From an optimization exercise on the open Yosys and OpenROAD flow, aimed at small area, a short achievable clock period and few clock cycles; shortcuts taken in it are not production practice. The RTL was checked by simulation tests, not by an equivalence proof against the original design.

## before
Design reorder_crossbar, start of the top module:
module reorder_crossbar (
    input  logic                                clk,
    input  logic                                arst_n,
    input  logic                                in_valid,
    input  logic [8*(16 + 2 + (2 * (16 + 4 + 2)))-1:0]       in_pe,
    input  logic [4*8-1:0]      in_data,
    output logic                                in_ready,
    output logic                                out_valid,
    output logic [((16 + 1 + 4 * 8) + 4 * ((2 * (16 + 4 + 2)) + 1))-1:0]                  out_beat,
    input  logic                                out_ready
);
    localparam int NPE    = 8;
    localparam int HIW    = 4;
    localparam int HIWL   = 2;
    localparam int AW     = 16;
    localparam int ROW_W  = (2 * (16 + 4 + 2));
    localparam int PE_W   = (16 + 2 + (2 * (16 + 4 + 2)));
    localparam int LANE_W = ((2 * (16 + 4 + 2)) + 1);
    localparam int DW     = HIW * 8;
    logic load;
    logic hold;
    xbar_ready u_load  (.out_valid(out_valid), .out_ready(out_ready), .ready(load));
    xbar_ready u_ready (.out_valid(out_valid), .out_ready(out_ready), .ready(in_ready));
    assign hold = !load;
    logic [HIW-1:0] sel [NPE];
    logic [NPE-1:0] act;
    always_comb begin
        for (int i = 0; i < NPE; i++) begin
            act[i] = load && in_pe[i*PE_W + PE_W - 1];
            for (int j = 0; j < HIW; j++) begin
                sel[i][j] = act[i] &&
                    (in_pe[i*PE_W + ROW_W + 1 +: HIWL] == HIWL'(j));
            end
        end
    end
    logic [AW-1:HIWL]     head_q, head_d;
    logic                 delim_q, delim_d;
    logic [DW-1:0]        data_q, data_d;
    logic [HIW-1:0]       rv_q, rv_d;
    logic [ROW_W-1:0]     row_q [HIW];
    logic [ROW_W-1:0]     row_d [HIW];
    logic [NPE-1:0]       lane_en  [HIW];
    logic [NPE-1:0]       row_bits [ROW_W];
    logic [NPE-1:0]       head_bits [AW];
    logic [NPE-1:0]       delim_bits;
    always_comb begin
        for (int i = 0; i < NPE; i++) begin
            for (int j = 0; j < HIW; j++) lane_en[j][i] = sel[i][j];
  ...
For scale: ~1100 cells after synthesis.
==> module xbar_ready, before the edit <==
module xbar_ready (
    input  logic out_valid,
    input  logic out_ready,
    output logic ready
);
    assign ready = !out_valid || out_ready;
endmodule
==> module reorder_crossbar, before the edit <==
module reorder_crossbar (
    input  logic                                clk,
    input  logic                                arst_n,
    input  logic                                in_valid,
    input  logic [8*(16 + 2 + (2 * (16 + 4 + 2)))-1:0]       in_pe,
    input  logic [4*8-1:0]      in_data,
    output logic                                in_ready,
    output logic                                out_valid,
    output logic [((16 + 1 + 4 * 8) + 4 * ((2 * (16 + 4 + 2)) + 1))-1:0]                  out_beat,
    input  logic                                out_ready
);
    localparam int NPE    = 8;
    localparam int HIW    = 4;
    localparam int HIWL   = 2;
    localparam int AW     = 16;
    localparam int ROW_W  = (2 * (16 + 4 + 2));
    localparam int PE_W   = (16 + 2 + (2 * (16 + 4 + 2)));
    localparam int LANE_W = ((2 * (16 + 4 + 2)) + 1);
    localparam int DW     = HIW * 8;
    logic load;
    logic hold;
    xbar_ready u_load  (.out_valid(out_valid), .out_ready(out_ready), .ready(load));
    xbar_ready u_ready (.out_valid(out_valid), .out_ready(out_ready), .ready(in_ready));
    assign hold = !load;
    logic [HIW-1:0] sel [NPE];
    logic [NPE-1:0] act;
    always_comb begin
        for (int i = 0; i < NPE; i++) begin
            act[i] = load && in_pe[i*PE_W + PE_W - 1];
            for (int j = 0; j < HIW; j++) begin
                sel[i][j] = act[i] &&
                    (in_pe[i*PE_W + ROW_W + 1 +: HIWL] == HIWL'(j));
            end
        end
    end
    logic [AW-1:HIWL]     head_q, head_d;
    logic                 delim_q, delim_d;
    logic [DW-1:0]        data_q, data_d;
    logic [HIW-1:0]       rv_q, rv_d;
    logic [ROW_W-1:0]     row_q [HIW];
    logic [ROW_W-1:0]     row_d [HIW];
    logic [NPE-1:0]       lane_en  [HIW];
    logic [NPE-1:0]       row_bits [ROW_W];
    logic [NPE-1:0]       head_bits [AW];
    logic [NPE-1:0]       delim_bits;
    always_comb begin
        for (int i = 0; i < NPE; i++) begin
            for (int j = 0; j < HIW; j++) lane_en[j][i] = sel[i][j];
            for (int b = 0; b < ROW_W; b++) row_bits[b][i] = in_pe[i*PE_W + b];
            for (int b = 0; b < AW; b++) head_bits[b][i] = in_pe[i*PE_W + ROW_W + 1 + b];
            delim_bits[i] = in_pe[i*PE_W + ROW_W];
        end
    end
    for (genvar b = HIWL; b < AW; b++) begin : g_head
        xbar_bit u_bit (
            .en(act), .d(head_bits[b]), .hold(hold), .q(head_q[b]), .nxt(head_d[b]));
    end
    xbar_bit u_delim (
        .en(act), .d(delim_bits), .hold(hold), .q(delim_q), .nxt(delim_d));
    for (genvar j = 0; j < HIW; j++) begin : g_lane
        assign rv_d[j] = (hold & rv_q[j]) | (|lane_en[j]);
        for (genvar b = 0; b < ROW_W; b++) begin : g_row
            xbar_bit u_bit (
                .en(lane_en[j]), .d(row_bits[b]), .hold(hold), .q(row_q[j][b]),
                .nxt(row_d[j][b]));
        end
    end
    for (genvar b = 0; b < DW; b++) begin : g_data
        xbar_hold_bit u_bit (
            .load(load), .d(in_data[b]), .hold(hold), .q(data_q[b]), .nxt(data_d[b]));
    end
    always_ff @(posedge clk or negedge arst_n) begin
        if (!arst_n) begin
            out_valid <= 1'b0;
        end else if (load) begin
            out_valid <= in_valid;
        end
    end
    always_ff @(posedge clk) begin
        head_q  <= head_d;
        delim_q <= delim_d;
        data_q  <= data_d;
        rv_q    <= rv_d;
        for (int j = 0; j < HIW; j++) row_q[j] <= row_d[j];
    end
    always_comb begin
        out_beat[((16 + 1 + 4 * 8) + 4 * ((2 * (16 + 4 + 2)) + 1))-1 -: AW-HIWL]   = head_q;
        out_beat[((16 + 1 + 4 * 8) + 4 * ((2 * (16 + 4 + 2)) + 1))-AW +: HIWL]       = '0;
        out_beat[DW + HIW*LANE_W]        = delim_q;
        out_beat[HIW*LANE_W +: DW]       = data_q;
        for (int j = 0; j < HIW; j++)
            out_beat[j*LANE_W +: LANE_W] = {rv_q[j], row_q[j]};
    end
endmodule
clock: 4.0 ns
lec_check: 0
cap_margin: 20
cell_pad_in_sites_detail_placement: 2
cell_pad_in_sites_global_placement: 2
core_area: 3 3 262 262
die_area: 0 0 265 265
place_density: 0.45
setup_slack_margin: 2.0
slew_margin: 20
synth_hierarchical: 1
tns_end_percent: 0
standard.sh (not shown) runs the stock make flow with config.mk's settings and CLKGATE_MAP_FILE= SYNTH_SCRIPT=/design/flow/synth_recipe.tcl, a recipe that flattens the netlist after the stock synthesis.
==> flow/flow/run.sh <==
#!/bin/bash
# Standard layout (standard.sh, the standard flow's own ORFS flow) with two changes:
#  - the port buffers are plain buf_1 cells instead of the delay buffers
#    buffer_ports picks by default (every port still gets its buffer);
#  - clock tree synthesis without dummy balancing loads.
# make's full output goes to standard.log; ORFS keeps each step's log under orfs/logs.
export BUFFER_PORTS_ARGS="-buffer_cell sky130_fd_sc_hd__buf_1"
export CTS_ARGS="-sink_clustering_enable -repair_clock_nets -dont_use_dummy_load"
bash standard.sh > standard.log 2>&1
Testbench counts of before, summed over its fixed seeds: cycles 9,200.
Here is what was changed in the inputs of after compared with before.
--- a/flow/design.v
+++ b/flow/design.v
@@ -38,13 +38,4 @@
 endmodule
 `default_nettype wire
-`default_nettype none
-module xbar_ready (
-    input  logic out_valid,
-    input  logic out_ready,
-    output logic ready
-);
-    assign ready = !out_valid || out_ready;
-endmodule
-`default_nettype wire
 `timescale 1ns/1ps
 `default_nettype none
@@ -70,7 +61,7 @@
     logic load;
     logic hold;
-    xbar_ready u_load  (.out_valid(out_valid), .out_ready(out_ready), .ready(load));
-    xbar_ready u_ready (.out_valid(out_valid), .out_ready(out_ready), .ready(in_ready));
-    assign hold = !load;
+    assign load     = !out_valid || out_ready;
+    assign hold     = !load;
+    assign in_ready = load;
     logic [HIW-1:0] sel [NPE];
     logic [NPE-1:0] act;
after has met1 usage in global routing below what before had. Looking at clock-buffer cell count, after sits 2.9% below before. after: sequential share of layout area higher than before. When after is measured against before, its setup slack turns out 0.11 ns lower. Inserted tap cell count came out exactly the same in after and before. before has higher global-route track usage on met2 than after. Re final cell count: after is 1.4% down on before. Of after and before, before shows the lower final hold slack, with after above it. | fmax | after vs before | 5.0% lower |. Via count of the first global-routing pass ends up higher on after. Going from before to after, design area shrank by 2.8%; arrival time reported for the critical path endpoint shrank by 1.18 ns.
Testbench counts of after, summed over its fixed seeds: cycles 9,200.

[port drivers added, routing unchanged]
The results above use ideal ports. As a check the final layouts listed here were re-extracted and re-timed, cells and wires unchanged.
Step 1 (the two cells are an assumption about what drives the block):
set clk [get_ports {clk}]
set_driving_cell -lib_cell sky130_fd_sc_hd__clkbuf_16 $clk
set_driving_cell -lib_cell sky130_fd_sc_hd__buf_2 [delete_from_list [all_inputs] $clk]
Step 2 moves the port delays by t, midway between the first and last clock arrival at a register: inputs arrive t later, outputs are due t later. That takes back most of the time a late clock gives input paths.
Slacks: ideal / step 1 / step 2; pairs: ideal / step 1.
| run | t (ns) | slack for setup (ns) | hold slack, ns | worst register clock-pin slew, ns |
|---|---|---|---|---|
| before | 0.599 | 1.853 / 1.833 / 1.234 | 0.067 / 0.114 / 0.466 | 0.06 / 0.06 |
| after | 0.599 | 1.739 / 1.678 / 1.184 | 0.440 / 0.408 / 0.468 | 0.06 / 0.06 |
After both steps setup and hold are still met in every run listed. The setup slack of before, which loses most, moves by -0.020 ns with the drivers and by -0.619 ns with both steps.
